Source: an optimization exercise on an open RTL-to-GDS flow (aim: small area). Production flows keep margins and buffers that such runs may drop.
In this exercise RTL edits were held to simulation tests only and were not proved equivalent to the original.

### flow/config.mk
export PLATFORM = sky130hd
export DESIGN_NAME = kv_mem_block
export DESIGN_NICKNAME = kv_mem_block
export VERILOG_FILES = /design/flow/design.v
export SDC_FILE = /design/flow/constraint.sdc
export NUM_CORES = 4
export LEC_CHECK = 0
export CAP_MARGIN = 20
export CORE_MARGIN = 2
export CORE_UTILIZATION = 30
export PLACE_DENSITY = 0.45
export SETUP_SLACK_MARGIN = 0.2
export SLEW_MARGIN = 20
### flow/constraint.sdc
create_clock -name core_clock -period 14.0 [get_ports {clk}]
set_input_delay 2.8000 -clock core_clock [delete_from_list [all_inputs] [get_ports {clk}]]
set_output_delay 2.8000 -clock core_clock [all_outputs]
set_load 0.01 [all_outputs]
### flow/design.v
package ctrl_types_pkg;
  localparam int KV_CMD_IDX_W = 16;
  typedef enum logic [0:0] {
    KV_IDLE  = 1'b0,
    KV_FLUSH = 1'b1
  } kv_mem_state_e;
  typedef struct packed {
    logic                    sel;    
    logic                    wr;     
    logic                    del;    
    logic [KV_CMD_IDX_W-1:0] idx;    
  } kv_mem_cmd_t;
endpackage
module kv_prio_onehot #(
  parameter int WIDTH = 16
) (
  input  logic [WIDTH-1:0] req_in,
  output logic [WIDTH-1:0] gnt_out
);
  assign gnt_out = req_in & (~req_in + WIDTH'(1));
endmodule
module kv_mem_block #(
  parameter int NUM_ENTRIES = 16,
  parameter int KEY_WIDTH   = 32,
  parameter int VALUE_WIDTH = 64
) (
  input  logic                               clk,
  input  logic                               rst_n,
  input  logic [KEY_WIDTH-1:0]               key_in,
  input  logic [VALUE_WIDTH-1:0]             value_in,
  input  logic                               select_in,
  input  logic                               write_in,
  input  logic                               delete_in,
  input  logic [NUM_ENTRIES-1:0]             idx_in,
  input  logic                               flush_in,
  output logic                               hit,
  output logic [NUM_ENTRIES-1:0]             hit_idx,
  output logic [VALUE_WIDTH-1:0]             value_out,
  output logic                               free_valid,
  output logic [NUM_ENTRIES-1:0]             free_idx,
  output logic [$clog2(NUM_ENTRIES+1)-1:0]   count,
  output logic                               busy,
  output logic                               err,
  output ctrl_types_pkg::kv_mem_state_e      dbg_state
);
  localparam int CW = $clog2(NUM_ENTRIES + 1);
  localparam int PW = $clog2(NUM_ENTRIES);
  ctrl_types_pkg::kv_mem_state_e          state_q, state_d;
  logic [PW-1:0]          ptr_q, ptr_d;
  logic [NUM_ENTRIES-1:0] valid_q, valid_d;
  logic [KEY_WIDTH-1:0]   key_q [NUM_ENTRIES];
  logic [KEY_WIDTH-1:0]   key_d [NUM_ENTRIES];
  logic [VALUE_WIDTH-1:0] val_q [NUM_ENTRIES];
  logic [VALUE_WIDTH-1:0] val_d [NUM_ENTRIES];
  logic [CW-1:0]          count_q, count_d;
  logic [NUM_ENTRIES-1:0] match;
  logic [NUM_ENTRIES-1:0] key_hit_idx;
  logic [NUM_ENTRIES-1:0] free_vec;
  logic [NUM_ENTRIES-1:0] idx_valid;
  logic [NUM_ENTRIES-1:0] acc_idx;
  logic                   key_hit;
  logic                   idx_ok;
  logic                   in_flush;
  always_comb begin
    match = '0;
    for (int i = 0; i < NUM_ENTRIES; i++) begin
      match[i] = valid_q[i] && (key_q[i] == key_in);
    end
  end
  kv_prio_onehot #(.WIDTH(NUM_ENTRIES)) u_hit_sel (
    .req_in  (match),
    .gnt_out (key_hit_idx)
  );
  kv_prio_onehot #(.WIDTH(NUM_ENTRIES)) u_free_sel (
    .req_in  (~valid_q),
    .gnt_out (free_vec)
  );
  assign key_hit   = |key_hit_idx;
  assign idx_ok    = $onehot(idx_in);
  assign idx_valid = idx_in & valid_q;
  assign in_flush  = (state_q == ctrl_types_pkg::KV_FLUSH);
  always_comb begin
    acc_idx = '0;
    if (!in_flush) begin
      if (select_in) begin
        acc_idx = idx_ok ? idx_valid : '0;
      end else begin
        acc_idx = key_hit_idx;
      end
    end
  end
  always_comb begin
    value_out = '0;
    for (int i = 0; i < NUM_ENTRIES; i++) begin
      if (acc_idx[i]) begin
        value_out = value_out | val_q[i];
      end
    end
  end
  assign hit        = |acc_idx;
  assign hit_idx    = acc_idx;
  assign free_idx   = free_vec;
  assign free_valid = |free_vec;
  assign count      = count_q;
  logic                   flush_start;
  logic                   idle_cmd;
  logic                   do_del;
  logic                   wr_req;
  logic                   do_idx_wr;
  logic                   do_key_upd;
  logic                   do_key_ins;
  logic [NUM_ENTRIES-1:0] wr_vec;
  logic [NUM_ENTRIES-1:0] clr_vec;
  logic                   cnt_inc;
  logic                   cnt_dec;
  assign flush_start = (state_q == ctrl_types_pkg::KV_IDLE) && flush_in;
  assign idle_cmd    = (state_q == ctrl_types_pkg::KV_IDLE) && !flush_in;
  assign do_del     = idle_cmd && delete_in && idx_ok;
  assign wr_req     = idle_cmd && write_in && !delete_in;
  assign do_idx_wr  = wr_req && select_in && idx_ok;
  assign do_key_upd = wr_req && !select_in && key_hit;
  assign do_key_ins = wr_req && !select_in && !key_hit && (|free_vec);
  always_comb begin
    wr_vec = '0;
    if (do_idx_wr) begin
      wr_vec = idx_in;
    end else if (do_key_upd) begin
      wr_vec = key_hit_idx;
    end else if (do_key_ins) begin
      wr_vec = free_vec;
    end
  end
  always_comb begin
    clr_vec = '0;
    if (do_del) begin
      clr_vec = idx_in;
    end
    if (in_flush) begin
      clr_vec = NUM_ENTRIES'(1) << ptr_q;
    end
  end
  assign cnt_inc = (do_idx_wr && !(|idx_valid)) || do_key_ins;
  assign cnt_dec = (do_del && (|idx_valid)) || (in_flush && valid_q[ptr_q]);
  always_comb begin
    valid_d = valid_q;
    for (int i = 0; i < NUM_ENTRIES; i++) begin
      key_d[i] = key_q[i];
      val_d[i] = val_q[i];
      if (clr_vec[i]) begin
        valid_d[i] = 1'b0;
        key_d[i]   = '0;
        val_d[i]   = '0;
      end else if (wr_vec[i]) begin
        valid_d[i] = 1'b1;
        key_d[i]   = key_in;
        val_d[i]   = value_in;
      end
    end
  end
  assign count_d = count_q + CW'(cnt_inc) - CW'(cnt_dec);
  always_ff @(posedge clk or negedge rst_n) begin
    if (!rst_n) begin
      valid_q <= '0;
      count_q <= '0;
      for (int i = 0; i < NUM_ENTRIES; i++) begin
        key_q[i] <= '0;
        val_q[i] <= '0;
      end
    end else begin
      valid_q <= valid_d;
      count_q <= count_d;
      for (int i = 0; i < NUM_ENTRIES; i++) begin
        key_q[i] <= key_d[i];
        val_q[i] <= val_d[i];
      end
    end
  end
  always_ff @(posedge clk or negedge rst_n) begin
    if (!rst_n) begin
      state_q <= ctrl_types_pkg::KV_IDLE;
      ptr_q   <= '0;
    end else begin
      state_q <= state_d;
      ptr_q   <= ptr_d;
    end
  end
  always_comb begin
    state_d = state_q;
    ptr_d   = ptr_q;
    case (state_q)
      ctrl_types_pkg::KV_IDLE: begin
        if (flush_in) begin
          state_d = ctrl_types_pkg::KV_FLUSH;
          ptr_d   = '0;
        end
      end
      ctrl_types_pkg::KV_FLUSH: begin
        if (ptr_q == PW'(NUM_ENTRIES - 1)) begin
          state_d = ctrl_types_pkg::KV_IDLE;
          ptr_d   = '0;
        end else begin
          ptr_d = ptr_q + PW'(1);
        end
      end
      default: begin
        state_d = ctrl_types_pkg::KV_IDLE;
        ptr_d   = '0;
      end
    endcase
  end
  always_comb begin
    busy      = (state_q == ctrl_types_pkg::KV_FLUSH);
    dbg_state = state_q;
  end
  logic illegal;
  logic err_q, err_d;
  always_comb begin
    illegal = idle_cmd && (
                (delete_in && !idx_ok) ||
                (delete_in && write_in) ||
                (wr_req && select_in && !idx_ok) ||
                (wr_req && !select_in && !key_hit && !(|free_vec)));
  end
  always_comb begin
    err_d = err_q;
    if (flush_start) begin
      err_d = 1'b0;
    end else if (illegal) begin
      err_d = 1'b1;
    end
  end
  always_ff @(posedge clk or negedge rst_n) begin
    if (!rst_n) begin
      err_q <= 1'b0;
    end else begin
      err_q <= err_d;
    end
  end
  assign err = err_q;
endmodule
### flow/run.sh
#!/bin/bash
# synth_recipe.tcl (not shown) runs the flow's synth.tcl, then flattens the netlist and writes it again
# the make line also repeats each setting of config.mk as NAME=value (left out here)
make -C /OpenROAD-flow-scripts/flow DESIGN_CONFIG=/design/flow/config.mk WORK_HOME=/design/flow/orfs CLKGATE_MAP_FILE= SYNTH_SCRIPT=/design/flow/synth_recipe.tcl finish
==> results.cfg <==
[clock_tree]
cts_tree = done
cts_max_path_buffers = 4
cts.sinks = 1563
post_cts_resized = 0
h-tree-depth = 4
postCtsHoldBufs = 0
numCtsBuffers = 195
root_buffer = clkbuf_16
insertion_delay_ns = 0.92
postCtsSetupBuffers = 0
path_clk_slew_ns = 0.06

[finish]
final_common_cell = nand2_1
final_cell_mix = nand2_1, dfrtp_1, o21ai_0, nand3_1, a22o_1
final_cell_area_um2 = 93700
drive_above_1_share_pct = 8.29
multi_input_area_um2 = 37800
nFillCells = 27336
register_area_um2 = 39100
syn_to_final_growth_pct = 14.7
nNetsFinal = 9182

[synth]
yosys.area.top_type = dfrtp_1
yosysUniqueCellTypes = 92
synthFlopType = dfrtp_1
yosysSeqAreaShare_pct = 47.9
syn_area_um2 = 81700
synthArstFlopShare_pct = 100
synthTopCellsByArea = dfrtp_1, nand2_1, o21ai_0
synth_edf_count = 0
synth.avg_cell_area_um2 = 8.77
synth_nets = 9458
yosysWarnings = 5
ys_seq_elements = 1563
netlist_instances = 9313
yosysTopAreaCellShare_pct = 47.9

[route]
num_vias = 77760
drt_iter0_markers = 12751
routed_wl_um = 438000
dr.pass1.iters = 10
routedWlPerCell_um = 34.3
drc_errors = 0
drtAntennaViolNets = 0
vias_per_cell = 6.09

[sta]
period_share_pct = 95.1
finalMaxSlewViolations = 0
tightest_slew_ns = 1.30
slew_headroom_pct = 13.0
rsz0062_at_grt = no
setup_tns_ns = 0
holdWs_ns = 0.470
skew_ns = 0.0946
max_freq_ghz = 0.0751
setup_violations = 0
final-hold-violation-count = 0
period_needed_ns = 13.32

[floorplan]
coreArea_um2 = 271000
dieWidth_um = 526
io_pins = 224
start_util_pct = 30.2
row_count = 191
fp.dieH_um = 526
dieArea_um2 = 277000

[global_route]
grt_max_degree = 194
grt_usage_pct = 30.7
grt-ovfl-total = 0
grt_pass1_vias = 74599
antenna_found_initial = 40
grt_pass1_wl_um = 609000

[setup_path]
worstPathArrival_ns = 10.52
critPathCaptureType = output port
cp_data_required_time_ns = 11.20
start_kind = input port
criticalPathCategory = input port to output port
critPathMaxFanout = 17

[power]
clock_power_share_pct = 35.2
switching_share_pct = 36.8
cell_internal_pwr_uw = 9660
finalPower_uw = 15300
combPwrFrac_pct = 23.6
share_seq_of_total_power_pct = 41.1
peakVddDrop_v = 0.000146
powerDensity_nw_per_um2 = 163
p_leak_uw = 0.0407
switchingPower_uw = 5610

[run]
maxCapViolCount = 0

[placement]
place_area_um2 = 87000
routabilityCongestion = 0.938
port_buffers = 223
dp_hpwl_um = 249000

[outcome]
status = timing/DRC/antenna clean

[worst_hold_path]
hold_class = flop to flop
[metal layers]
layer | vias to the layer above | global-route usage [%] | part of all wire (%)
li1 | 32112 | - | -
met1 | 38924 | 39.3 | 39
met2 | 5311 | 46.3 | 43
met3 | 1399 | 8.01 | 10
met4 | 14 | 18.6 | 7.2
met5 | - | 0 | 0.020
[cell type report]
class	instances	area share (%)
clock buffers	274	6.03
well taps	3570	4.77
repair buffers	498	4.99
diodes	24	0.0641
flip-flops and latches	1563	41.8
clock inverters	66	0.995
inverters	259	1.04
multi-input cells	6520	40.4
[critical path: stages]
cell and delay (ns):
clkdlybuf4s50_1 0.92, inv_1 0.13, fa_1 0.51, inv_1 0.06, fa_1 0.47, fa_1 0.49
inv_1 0.05, fa_1 0.48, inv_1 0.05, ha_1 0.22, fa_1 0.50, nor4b_1 0.67
o211ai_1 0.18, buf_4 0.23, o21ai_0 0.27, and4b_2 0.83, buf_12 0.32, a22oi_1 0.11
nand3_1 0.12, a221oi_1 0.05, nand4_1 0.36, clkdlybuf4s50_1 0.62
[Yosys cell counts (all sizes together), types with 13 or more instances]
cell       n
nor2b     13
and3      61
a22o     407
nand4b    14
nor2      78
a21oi    165
xnor2    206
nand2b    23
ha        16
o31ai     26
nor4     140
nand3    715
clkbuf   496
nand4    141
nor3      61
or3       13
inv      259
a221oi   171
a221o     28
nand2   2316
o21ai    921
a22oi    311
a222oi    99
nor4b     21
xor2     301
a31oi     29
a211oi    18
and2      25
buf      475
a32oi     25
dfrtp   1563
[through the flow]
| step | cells | utilization [%] | setup slack (ns) |
|---|---|---|---|
| finish | 12774 | 34.6 | 0.681 |
| global route | 12760 | 34.6 | 0.637 |
| CTS | 12748 | 34.6 | 0.931 |
| detailed placement | 12408 | 32.1 | 0.930 |
| global placement | 12405 | 32.1 | 0.939 |
| floorplan | 9313 | - | 2.76 |
[worst paths after layout]
path | cells past startpoint | from | slack [ns] | endpoint
setup / recovery | 22 | idx_in[9] | 0.68 | value_out[16]
hold / removal | 2 | val_q[12][61] | 0.47 | val_q[12][61]
setup reg to reg | 12 | key_q[9][17] | 8.18 | val_q[1][55]
hold reg to reg | 2 | val_q[12][61] | 0.47 | val_q[12][61]
max in group asynchronous | 4 | rst_n | 9.33 | key_q[6][12]
min in group asynchronous | 1 | rst_n | 1.75 | val_q[15][13]
[sequential cells by signal (all words and copies together), names as in the netlist]
signal	count
val_q	1024
key_q	512
valid_q	16
err_q	1
count_q	5
ptr_q	4
state_q	1
[power by group through the flow]
stage / clock network [uW] / registers (uW) / logic, uW
2_1_floorplan: 0 / 6020 / 2110
3_3_place_gp: 0 / 6310 / 3430
3_5_place_dp: 0 / 6320 / 3490
4_1_cts: 5430 / 6250 / 3500
5_1_grt: 5620 / 6370 / 3840
6_report: 5380 / 6280 / 3610
[logic make-up (layout without fill, tap and decap cells)]
group,count (synthesis),count (layout),share of synthesized area [%]
AND/OR/NAND/NOR,3687,3687,20.2
buffers and inverters,1230,1097,6.68
multiplexers,5,5,0.124
AO/OA/AOI/OAI,2294,2294,19.2
other,0,24,0
adder cells (fa/ha/maj),27,27,0.515
flip-flops,1563,1563,47.9
XOR/XNOR,507,507,5.43

re-timing with driven ports:
The results above use ideal ports. As a check the final layout listed here was re-extracted and re-timed, cells and wires unchanged. Step 1 assumes that a clkbuf_16 drives the clock port and a buf_2 every other input. Step 2, shift: input delay + t, output delay - t, t = (earliest + latest rising clock arrival at the registers) / 2. This alone moves slack from input paths to output paths. a / b / c = ideal / step 1 / step 2; a / b = the first two.
shift t [ns]: 0.981
setup WS [ns]: 0.681 / 0.650 / 0.650
worst hold slack (ns): 0.470 / 0.470 / 0.470
After both steps setup and hold are still met in this run. For this run, drivers alone change the setup slack by -0.031 ns; drivers and shift together by -0.031 ns.
